From an optimization exercise on the open Yosys and OpenROAD flow, aimed at small area, a short achievable clock period and few clock cycles per item; shortcuts taken in it are not production practice.
Power is estimated from default activity; no workload was simulated.

==> job 4399 <==
==> flow/design.v <==
`default_nettype none
package prefix_data_pkg;
	typedef logic signed [8-1:0] lane_t;
	typedef lane_t [8-1:0] block_t;
	function automatic logic [8-1:0] lane_add(
		input logic [8-1:0] a,
		input logic [8-1:0] b
	);
		logic [8-1:0] p;
		logic [8-1:0] gen;
		logic [8-1:0] prop;
		p = a ^ b;
		gen = a & b;
		prop = p;
		for (int s = 0; (1 << s) < 8; s++) begin
			for (int i = 8 - 1; i >= 0; i--) begin
				if ((i & (1 << s)) != 0) begin
					gen[i] = gen[i] | (prop[i] & gen[((i >> s) << s) - 1]);
					prop[i] = prop[i] & prop[((i >> s) << s) - 1];
				end
			end
		end
		lane_add = p ^ {gen[8-2:0], 1'b0};
	endfunction
endpackage
`default_nettype wire
`default_nettype none
package prefix_ctrl_pkg;
	typedef logic [32-1:0] tag_t;
endpackage
`default_nettype wire
`timescale 1ns/10ps
`default_nettype none
module pipe_control (
	input wire logic clk,
	input wire logic reset,
	input wire logic valid_in,
	input wire logic ready_in,
	input wire prefix_ctrl_pkg::tag_t tag_in,
	output logic enable,
	output logic ready_out,
	output logic busy,
	output logic valid_out,
	output prefix_ctrl_pkg::tag_t tag_out
);
	logic valid_q;
	prefix_ctrl_pkg::tag_t tag_q;
	assign enable = ready_in;
	assign ready_out = ready_in;
	always_ff @(posedge clk or posedge reset) begin
		if (reset) begin
			valid_q <= 1'b0;
		end else if (enable) begin
			valid_q <= valid_in;
		end
	end
	always_ff @(posedge clk) begin
		if (enable) begin
			tag_q <= tag_in;
		end
	end
	assign busy = valid_q;
	assign valid_out = valid_q;
	assign tag_out = tag_q;
endmodule
`default_nettype wire
`timescale 1ns/10ps
`default_nettype none
module prefix_layer #(
	parameter int SPAN = 1
) (
	input wire prefix_data_pkg::block_t sums_in,
	output prefix_data_pkg::block_t sums_out
);
	localparam int W = 8;
	logic [8*W-1:0] flat_in;
	logic [8*W-1:0] flat_next;
	assign flat_in = sums_in;
	for (genvar i = 0; i < 8; i++) begin : g_lane
		if ((i & SPAN) != 0) begin : g_add
			localparam int SRC = (i / (2 * SPAN)) * (2 * SPAN) + SPAN - 1;
			assign flat_next[i*W +: W] = prefix_data_pkg::lane_add(flat_in[i*W +: W], flat_in[SRC*W +: W]);
		end else begin : g_pass
			assign flat_next[i*W +: W] = flat_in[i*W +: W];
		end
	end
	assign sums_out = flat_next;
endmodule
`default_nettype wire
`timescale 1ns/10ps
`default_nettype none
module prefix_network (
	input wire logic clk,
	input wire logic enable,
	input wire prefix_data_pkg::block_t data_in,
	output prefix_data_pkg::block_t sums
);
	localparam int W = 8;
	localparam int N = 8;
	localparam int H = N / 2;
	localparam int J = 0;
	prefix_data_pkg::block_t layer1;
	prefix_data_pkg::block_t layer2;
	prefix_layer #(.SPAN(1)) u_layer1 (.sums_in(data_in), .sums_out(layer1));
	prefix_layer #(.SPAN(2)) u_layer2 (.sums_in(layer1), .sums_out(layer2));
	logic [N*W-1:0] flat2;
	assign flat2 = layer2;
	logic [N*W-1:0] next_sums;
	logic [H-1:0] next_carry;
	logic [N*W-1:0] held_sums;
	logic [H-1:0] held_carry;
	assign next_sums[H*W-1:0] = flat2[H*W-1:0];
	for (genvar i = H; i < N; i++) begin : g_upper
		if (J == 0) begin : g_none
			assign next_sums[i*W +: W] = flat2[i*W +: W];
			assign next_carry[i-H] = 1'b0;
		end else if (J >= W) begin : g_all
			assign next_sums[i*W +: W] = flat2[i*W +: W] + flat2[(H-1)*W +: W];
			assign next_carry[i-H] = 1'b0;
		end else begin : g_part
			logic [J:0] low;
			assign low = {1'b0, flat2[i*W +: J]} + {1'b0, flat2[(H-1)*W +: J]};
			assign next_sums[i*W +: W] = {flat2[i*W+J +: W-J], low[J-1:0]};
			assign next_carry[i-H] = low[J];
		end
	end
	always_ff @(posedge clk) begin
		if (enable) begin
			held_sums <= next_sums;
		end
	end
	if (J > 0 && J < W) begin : g_carry_reg
		always_ff @(posedge clk) begin
			if (enable) begin
				held_carry <= next_carry;
			end
		end
	end else begin : g_no_carry
		assign held_carry = '0;
	end
	localparam int C = 1;
	localparam int HB = ((0 < 8) ? 8 - 0 : 1);
	logic [C*HB-1:0] held_top_n;
	if (J < W) begin : g_top_reg
		always_ff @(posedge clk) begin
			if (enable) begin
				held_top_n <= ~{C{next_sums[(H-1)*W+J +: HB]}};
			end
		end
	end else begin : g_no_top
		assign held_top_n = '1;
	end
	prefix_finish u_finish (
		.held_sums(held_sums),
		.held_carry(held_carry),
		.held_top_n(held_top_n),
		.sums(sums)
	);
endmodule
`default_nettype wire
`timescale 1ns/10ps
`default_nettype none
module prefix_finish (
	input wire logic [8*8-1:0] held_sums,
	input wire logic [8/2-1:0] held_carry,
	input wire logic [1*((0 < 8) ? 8 - 0 : 1)-1:0] held_top_n,
	output prefix_data_pkg::block_t sums
);
	localparam int W = 8;
	localparam int N = 8;
	localparam int H = N / 2;
	localparam int J = 0;
	localparam int C = 1;
	localparam int HB = ((0 < 8) ? 8 - 0 : 1);
	logic [N*W-1:0] flat_out;
	assign flat_out[H*W-1:0] = held_sums[H*W-1:0];
	for (genvar i = H; i < N; i++) begin : g_finish
		if (J == 0) begin : g_none
			assign flat_out[i*W +: W] = held_sums[i*W +: W] + ~held_top_n[((i-H)*C/H)*HB +: W];
		end else if (J >= W) begin : g_all
			assign flat_out[i*W +: W] = held_sums[i*W +: W];
		end else begin : g_part
			assign flat_out[i*W +: W] = {
				held_sums[i*W+J +: W-J] + ~held_top_n[((i-H)*C/H)*HB +: W-J] + (W-J)'(held_carry[i-H]),
				held_sums[i*W +: J]
			};
		end
	end
	assign sums = flat_out;
endmodule
`default_nettype wire
`timescale 1ns/10ps
`default_nettype none
module prefix_adder_top (
	input wire logic clk,
	input wire logic reset,
	input wire logic valid_in,
	input wire logic ready_in,
	input wire prefix_ctrl_pkg::tag_t tag_in,
	input wire prefix_data_pkg::block_t data_in,
	output logic busy,
	output logic ready_out,
	output logic valid_out,
	output prefix_ctrl_pkg::tag_t tag_out,
	output prefix_data_pkg::block_t data_out
);
	logic enable;
	pipe_control u_control (
		.clk(clk),
		.reset(reset),
		.valid_in(valid_in),
		.ready_in(ready_in),
		.tag_in(tag_in),
		.enable(enable),
		.ready_out(ready_out),
		.busy(busy),
		.valid_out(valid_out),
		.tag_out(tag_out)
	);
	prefix_network u_network (
		.clk(clk),
		.enable(enable),
		.data_in(data_in),
		.sums(data_out)
	);
endmodule
`default_nettype wire
==> flow/flow/run.sh <==
#!/bin/bash
# Layout flow: the standard layout (standard.sh) with these changes, all in synthesis
# mapping or port buffering; registers, floorplan, power grid, CTS and routing are standard.
#  - ADDER_MAP_FILE is empty, so adders are left to ABC instead of full/half adder cells
#  - prefix_finish (the logic between the block register and the outputs) is kept as its own
#    module through synthesis (SYNTH_KEEP_MODULES), and flow/synth_wrap.tcl maps it with
#    flow/abc_fast.script while the rest keeps the flow's ABC script; synth_recipe.tcl then
#    flattens the design as usual
#  - port buffers start as buf_1; repair resizes them where timing needs it
# Each make run's full output goes to a log file in the work folder.
set -euo pipefail
WORK=$(pwd)
bash standard.sh \
	SYNTH_SCRIPT="$WORK/flow/synth_wrap.tcl" \
	ADDER_MAP_FILE= \
	SYNTH_KEEP_MODULES=prefix_finish \
	"BUFFER_PORTS_ARGS=-buffer_cell sky130_fd_sc_hd__buf_1" \
	finish > "$WORK/make_finish.log" 2>&1
==> flow/flow/abc_fast.script <==
strash
dch
map -D 500
topo
upsize
dnsize
==> flow/flow/synth_wrap.tcl <==
# The standard flow's synthesis script; its one ABC call is split in two: the kept module prefix_finish
# is mapped with flow/abc_fast.script, the rest of the design with the flow's own script
set flow_dir [file dirname [file normalize [info script]]]
set fast_abc_script [file join $flow_dir abc_fast.script]
proc abc {args} {
	set fast_args $args
	set i [lsearch -exact $fast_args -script]
	if { $i >= 0 } {
		lset fast_args [expr {$i + 1}] $::fast_abc_script
	}
	puts "synth_wrap: abc {*}$fast_args prefix_finish"
	yosys abc {*}$fast_args prefix_finish
	puts "synth_wrap: abc {*}$args prefix_adder_top"
	yosys abc {*}$args prefix_adder_top
}
source [file join [file dirname $flow_dir] synth_recipe.tcl]
==> flow/standard.sh <==
#!/bin/bash
# synth_recipe.tcl (not shown) runs the flow's synth.tcl, then flattens the netlist and writes it again
# the make line also repeats each setting of config.mk as NAME=value (left out here)
make -C /OpenROAD-flow-scripts/flow DESIGN_CONFIG=/design/flow/config.mk WORK_HOME=/design/flow/orfs CLKGATE_MAP_FILE= SYNTH_SCRIPT=/design/flow/synth_recipe.tcl "${@:-finish}"
==> flow/config.mk <==
export PLATFORM = sky130hd
export DESIGN_NAME = prefix_adder_top
export DESIGN_NICKNAME = prefix_adder_top
export VERILOG_FILES = /design/flow/design.v
export SDC_FILE = /design/flow/constraint.sdc
export NUM_CORES = 4
export LEC_CHECK = 0
export ABC_AREA = 1
export CAP_MARGIN = 20
export CORE_MARGIN = 2
export CORE_UTILIZATION = 60
export CTS_BUF_LIST = sky130_fd_sc_hd__clkbuf_8
export SLEW_MARGIN = 20
==> flow/constraint.sdc <==
create_clock -name core_clock -period 4.0 [get_ports {clk}]
set_input_delay 0.8000 -clock core_clock [delete_from_list [all_inputs] [get_ports {clk}]]
set_output_delay 0.8000 -clock core_clock [all_outputs]
set_load 0.01 [all_outputs]
==> inputs of job 5589, as changes to job 4399 <==
--- a/flow/design.v
+++ b/flow/design.v
@@ -99,5 +99,5 @@
 	localparam int N = 8;
 	localparam int H = N / 2;
-	localparam int J = 0;
+	localparam int J = 4;
 	prefix_data_pkg::block_t layer1;
 	prefix_data_pkg::block_t layer2;
@@ -139,48 +139,14 @@
 		assign held_carry = '0;
 	end
-	localparam int C = 1;
-	localparam int HB = ((0 < 8) ? 8 - 0 : 1);
-	logic [C*HB-1:0] held_top_n;
-	if (J < W) begin : g_top_reg
-		always_ff @(posedge clk) begin
-			if (enable) begin
-				held_top_n <= ~{C{next_sums[(H-1)*W+J +: HB]}};
-			end
-		end
-	end else begin : g_no_top
-		assign held_top_n = '1;
-	end
-	prefix_finish u_finish (
-		.held_sums(held_sums),
-		.held_carry(held_carry),
-		.held_top_n(held_top_n),
-		.sums(sums)
-	);
-endmodule
-`default_nettype wire
-`timescale 1ns/10ps
-`default_nettype none
-module prefix_finish (
-	input wire logic [8*8-1:0] held_sums,
-	input wire logic [8/2-1:0] held_carry,
-	input wire logic [1*((0 < 8) ? 8 - 0 : 1)-1:0] held_top_n,
-	output prefix_data_pkg::block_t sums
-);
-	localparam int W = 8;
-	localparam int N = 8;
-	localparam int H = N / 2;
-	localparam int J = 0;
-	localparam int C = 1;
-	localparam int HB = ((0 < 8) ? 8 - 0 : 1);
 	logic [N*W-1:0] flat_out;
 	assign flat_out[H*W-1:0] = held_sums[H*W-1:0];
 	for (genvar i = H; i < N; i++) begin : g_finish
 		if (J == 0) begin : g_none
-			assign flat_out[i*W +: W] = held_sums[i*W +: W] + ~held_top_n[((i-H)*C/H)*HB +: W];
+			assign flat_out[i*W +: W] = held_sums[i*W +: W] + held_sums[(H-1)*W +: W];
 		end else if (J >= W) begin : g_all
 			assign flat_out[i*W +: W] = held_sums[i*W +: W];
 		end else begin : g_part
 			assign flat_out[i*W +: W] = {
-				held_sums[i*W+J +: W-J] + ~held_top_n[((i-H)*C/H)*HB +: W-J] + (W-J)'(held_carry[i-H]),
+				held_sums[i*W+J +: W-J] + held_sums[(H-1)*W+J +: W-J] + (W-J)'(held_carry[i-H]),
 				held_sums[i*W +: J]
 			};
==> flow/flow/run.sh (replaced) <==
#!/bin/bash
# Layout flow: the standard layout (standard.sh) with three changes, all in synthesis
# mapping or port buffering; registers, floorplan, power grid, CTS and routing are standard.
#  - synthesis runs synth_recipe.tcl unchanged, through flow/synth_wrap.tcl, which only swaps
#    the ABC script that maps the combinational logic for flow/abc_fast.script
#  - ADDER_MAP_FILE is empty, so adders are not frozen into full/half adder cells before ABC
#  - port buffers start as buf_1; repair resizes them where timing needs it
# Each make run's full output goes to a log file in the work folder.
set -euo pipefail
WORK=$(pwd)
bash standard.sh \
	SYNTH_SCRIPT="$WORK/flow/synth_wrap.tcl" \
	ADDER_MAP_FILE= \
	"BUFFER_PORTS_ARGS=-buffer_cell sky130_fd_sc_hd__buf_1" \
	finish > "$WORK/make_finish.log" 2>&1
==> flow/flow/synth_wrap.tcl (replaced) <==
# The standard flow's synthesis script, with the ABC script for combinational mapping swapped
set flow_dir [file dirname [file normalize [info script]]]
set fast_abc_script [file join $flow_dir abc_fast.script]
proc abc {args} {
	set i [lsearch -exact $args -script]
	if { $i >= 0 } {
		lset args [expr {$i + 1}] $::fast_abc_script
	}
	puts "synth_wrap: abc {*}$args"
	yosys abc {*}$args
}
source [file join [file dirname $flow_dir] synth_recipe.tcl]
ABC_AREA = unset   (was 1)
CORE_UTILIZATION = 40   (was 60)
CTS_BUF_LIST = unset   (was sky130_fd_sc_hd__clkbuf_8)
SETUP_SLACK_MARGIN = 2.0   (was unset)
==> inputs of job 9834, as changes to job 4399 <==
==> flow/design.v (replaced) <==
`default_nettype none
package prefix_data_pkg;
	typedef logic signed [8-1:0] lane_t;
	typedef lane_t [8-1:0] block_t;
endpackage
`default_nettype wire
`default_nettype none
package prefix_ctrl_pkg;
	typedef logic [32-1:0] tag_t;
endpackage
`default_nettype wire
`timescale 1ns/10ps
`default_nettype none
module pipe_control (
	input wire logic clk,
	input wire logic reset,
	input wire logic valid_in,
	input wire logic ready_in,
	input wire prefix_ctrl_pkg::tag_t tag_in,
	output logic enable,
	output logic ready_out,
	output logic busy,
	output logic valid_out,
	output prefix_ctrl_pkg::tag_t tag_out
);
	logic valid_q;
	prefix_ctrl_pkg::tag_t tag_q;
	assign enable = ready_in;
	assign ready_out = ready_in;
	always_ff @(posedge clk or posedge reset) begin
		if (reset) begin
			valid_q <= 1'b0;
		end else if (enable) begin
			valid_q <= valid_in;
		end
	end
	always_ff @(posedge clk) begin
		if (enable) begin
			tag_q <= tag_in;
		end
	end
	assign busy = valid_q;
	assign valid_out = valid_q;
	assign tag_out = tag_q;
endmodule
`default_nettype wire
`timescale 1ns/10ps
`default_nettype none
module prefix_layer #(
	parameter int SPAN = 1
) (
	input wire prefix_data_pkg::block_t sums_in,
	output prefix_data_pkg::block_t sums_out
);
	localparam int W = 8;
	logic [8*W-1:0] flat_in;
	logic [8*W-1:0] flat_next;
	assign flat_in = sums_in;
	for (genvar i = 0; i < 8; i++) begin : g_lane
		if ((i & SPAN) != 0) begin : g_add
			localparam int SRC = (i / (2 * SPAN)) * (2 * SPAN) + SPAN - 1;
			assign flat_next[i*W +: W] = flat_in[i*W +: W] + flat_in[SRC*W +: W];
		end else begin : g_pass
			assign flat_next[i*W +: W] = flat_in[i*W +: W];
		end
	end
	assign sums_out = flat_next;
endmodule
`default_nettype wire
`timescale 1ns/10ps
`default_nettype none
module prefix_network (
	input wire logic clk,
	input wire logic enable,
	input wire prefix_data_pkg::block_t data_in,
	output prefix_data_pkg::block_t sums
);
	prefix_data_pkg::block_t layer_sums [0:3];
	prefix_data_pkg::block_t layer_in [0:3-1];
	prefix_data_pkg::block_t held;
	assign layer_sums[0] = data_in;
	for (genvar l = 0; l < 3; l++) begin : g_layer
		if (l == 3) begin : g_after_reg
			assign layer_in[l] = held;
		end else begin : g_chain
			assign layer_in[l] = layer_sums[l];
		end
		prefix_layer #(
			.SPAN(1 << l)
		) u_layer (
			.sums_in(layer_in[l]),
			.sums_out(layer_sums[l+1])
		);
	end
	always_ff @(posedge clk) begin
		if (enable) begin
			held <= layer_sums[3];
		end
	end
	if (3 == 3) begin : g_out_reg
		assign sums = held;
	end else begin : g_out_comb
		assign sums = layer_sums[3];
	end
endmodule
`default_nettype wire
`timescale 1ns/10ps
`default_nettype none
module prefix_adder_top (
	input wire logic clk,
	input wire logic reset,
	input wire logic valid_in,
	input wire logic ready_in,
	input wire prefix_ctrl_pkg::tag_t tag_in,
	input wire prefix_data_pkg::block_t data_in,
	output logic busy,
	output logic ready_out,
	output logic valid_out,
	output prefix_ctrl_pkg::tag_t tag_out,
	output prefix_data_pkg::block_t data_out
);
	logic enable;
	pipe_control u_control (
		.clk(clk),
		.reset(reset),
		.valid_in(valid_in),
		.ready_in(ready_in),
		.tag_in(tag_in),
		.enable(enable),
		.ready_out(ready_out),
		.busy(busy),
		.valid_out(valid_out),
		.tag_out(tag_out)
	);
	prefix_network u_network (
		.clk(clk),
		.enable(enable),
		.data_in(data_in),
		.sums(data_out)
	);
endmodule
`default_nettype wire
==> flow/run.sh (new file) <==
#!/bin/bash
# synth_recipe.tcl (not shown) runs the flow's synth.tcl, then flattens the netlist and writes it again
# the make line also repeats each setting of config.mk as NAME=value (left out here)
make -C /OpenROAD-flow-scripts/flow DESIGN_CONFIG=/design/flow/config.mk WORK_HOME=/design/flow/orfs CLKGATE_MAP_FILE= SYNTH_SCRIPT=/design/flow/synth_recipe.tcl finish
ABC_AREA = unset   (was 1)
CORE_UTILIZATION = 40   (was 60)
CTS_BUF_LIST = unset   (was sky130_fd_sc_hd__clkbuf_8)
removed: flow/flow/run.sh
removed: flow/flow/abc_fast.script
removed: flow/flow/synth_wrap.tcl
removed: flow/standard.sh
==> inputs of job 5284, as changes to job 4399 <==
==> flow/design.v, changed modules only <==
module prefix_network (
	input wire logic clk,
	input wire logic enable,
	input wire prefix_data_pkg::block_t data_in,
	output prefix_data_pkg::block_t sums
);
	localparam int W = 8;
	localparam int N = 8;
	localparam int H = N / 2;
	localparam int J = 4;
	prefix_data_pkg::block_t layer1;
	prefix_data_pkg::block_t layer2;
	prefix_layer #(.SPAN(1)) u_layer1 (.sums_in(data_in), .sums_out(layer1));
	prefix_layer #(.SPAN(2)) u_layer2 (.sums_in(layer1), .sums_out(layer2));
	logic [N*W-1:0] flat2;
	assign flat2 = layer2;
	logic [N*W-1:0] next_sums;
	logic [H-1:0] next_carry;
	logic [N*W-1:0] held_sums;
	logic [H-1:0] held_carry;
	assign next_sums[H*W-1:0] = flat2[H*W-1:0];
	for (genvar i = H; i < N; i++) begin : g_upper
		if (J == 0) begin : g_none
			assign next_sums[i*W +: W] = flat2[i*W +: W];
			assign next_carry[i-H] = 1'b0;
		end else if (J >= W) begin : g_all
			assign next_sums[i*W +: W] = flat2[i*W +: W] + flat2[(H-1)*W +: W];
			assign next_carry[i-H] = 1'b0;
		end else begin : g_part
			logic [J:0] low;
			assign low = {1'b0, flat2[i*W +: J]} + {1'b0, flat2[(H-1)*W +: J]};
			assign next_sums[i*W +: W] = {flat2[i*W+J +: W-J], low[J-1:0]};
			assign next_carry[i-H] = low[J];
		end
	end
	always_ff @(posedge clk) begin
		if (enable) begin
			held_sums <= next_sums;
		end
	end
	if (J > 0 && J < W) begin : g_carry_reg
		always_ff @(posedge clk) begin
			if (enable) begin
				held_carry <= next_carry;
			end
		end
	end else begin : g_no_carry
		assign held_carry = '0;
	end
	prefix_finish u_finish (
		.held_sums(held_sums),
		.held_carry(held_carry),
		.sums(sums)
	);
endmodule
module prefix_finish (
	input wire logic [8*8-1:0] held_sums,
	input wire logic [8/2-1:0] held_carry,
	output prefix_data_pkg::block_t sums
);
	localparam int W = 8;
	localparam int N = 8;
	localparam int H = N / 2;
	localparam int J = 4;
	logic [N*W-1:0] flat_out;
	assign flat_out[H*W-1:0] = held_sums[H*W-1:0];
	for (genvar i = H; i < N; i++) begin : g_finish
		if (J == 0) begin : g_none
			assign flat_out[i*W +: W] = held_sums[i*W +: W] + held_sums[(H-1)*W +: W];
		end else if (J >= W) begin : g_all
			assign flat_out[i*W +: W] = held_sums[i*W +: W];
		end else begin : g_part
			assign flat_out[i*W +: W] = {
				held_sums[i*W+J +: W-J] + held_sums[(H-1)*W+J +: W-J] + (W-J)'(held_carry[i-H]),
				held_sums[i*W +: J]
			};
		end
	end
	assign sums = flat_out;
endmodule
==> comparison table <==
Largest net degree at the start of global routing: job 5284 64; job 9834 54; job 5589 57; job 4399 40
Sink Count: job 5284 101; job 9834 97; job 5589 101; job 4399 105
Power in combinational cells: job 5284 1450 uW; job 9834 5610 uW; job 5589 2310 uW; job 4399 1740 uW
Worst ir drop on vdd: job 5284 327.7 uV; job 9834 861.1 uV; job 5589 227.7 uV; job 4399 270.1 uV
Count of cell types in the netlist: job 5284 34; job 9834 34; job 5589 54; job 4399 -
Proportion of synthesized chip area in sequential cells: job 5284 43.95%; job 9834 51.04%; job 5589 41.93%; job 4399 -
Post-CTS setup repair buffer count: job 5284 0; job 9834 22; job 5589 60; job 4399 0
Overall power of the completed layout: job 5284 3531 uW; job 9834 8181 uW; job 5589 4651 uW; job 4399 3961 uW
WL met3: job 5284 797 um; job 9834 1047 um; job 5589 960 um; job 4399 821 um
Number of rows created at floorplan: job 5284 39; job 9834 43; job 5589 49; job 4399 41
Multi-input gate area: job 5284 2987 sq um; job 9834 3033 sq um; job 5589 5042 sq um; job 4399 3710 sq um
Top flip-flop cell by instance count after synthesis: job 5284 edfxtp_1; job 9834 edfxtp_1; job 5589 edfxtp_1; job 4399 -
Design Area, Final: job 5284 7635 sq um; job 9834 9646 sq um; job 5589 10960 sq um; job 4399 8553 sq um
Overall Global Routing Usage: job 5284 22.29%; job 9834 19.23%; job 5589 20.31%; job 4399 24.33%
Bufs w/o clock: job 5284 199; job 9834 311; job 5589 295; job 4399 200
Non-clock inverter total of the final layout: job 5284 133; job 9834 75; job 5589 86; job 4399 137
Number of flops mapped to enable cells by yosys: job 5284 100; job 9834 96; job 5589 100; job 4399 -
Clock latency reported for the late side of the worst-skew pair: job 5284 370 ps; job 9834 350 ps; job 5589 350 ps; job 4399 390 ps
Placed Cells incl. Taps: job 5284 1186; job 9834 871; job 5589 1232; job 4399 1298
CP endpoint: job 5284 data_out[46]; job 9834 u_network.held[55]$_DFFE_PP_; job 5589 data_out[63]; job 4399 data_out[63]
Combinational power share: job 5284 41.1%; job 9834 68.6%; job 5589 49.8%; job 4399 44.0%
Critical path launch point type: job 5284 register; job 9834 primary input; job 5589 register; job 4399 register
Core footprint: job 5284 11320 sq um; job 9834 13880 sq um; job 5589 17840 sq um; job 4399 12520 sq um
Final HPWL from detailed placement: job 5284 10520 um; job 9834 10940 um; job 5589 13850 um; job 4399 13250 um
Syn-to-layout area delta: job 5284 10.82%; job 9834 69.32%; job 5589 51.82%; job 4399 12.14%
Status: job 5284 finished clean; job 9834 finished with violations; job 5589 finished clean; job 4399 finished clean
Reasons for failing layout checks: job 5284 -; job 9834 negative setup slack; job 5589 -; job 4399 -
No functional check of the RTL was part of any run of this note.

-- what the ideal ports hide --
Ports are ideal in the flow. The routed layouts listed here were re-timed in OpenROAD. Step 1, drivers: a clkbuf_16 drives clk and a buf_2 each remaining input, both assumed. Step 2 also shifts input and output timing later by t, the mid clock arrival at the registers, as if the neighbouring blocks saw the same clock. Three values: no drivers, after step 1, after step 2; two values: the first two.
run | shift t [ns] | slack for setup (ns) | slew at the worst register clock pin (ns)
job 4399 | 0.424 | 1.042 / 1.009 / 1.316 | 0.12 / 0.12
job 5589 | 0.397 | 1.344 / 1.298 / 1.194 | 0.08 / 0.08
job 9834 | 0.392 | -1.016 / -1.037 / -1.429 | 0.08 / 0.08
job 5284 | 0.403 | 1.336 / 1.301 / 1.283 | 0.10 / 0.10
The setup slack of job 9834, which loses most, moves by -0.021 ns with the drivers and by -0.413 ns with both steps.
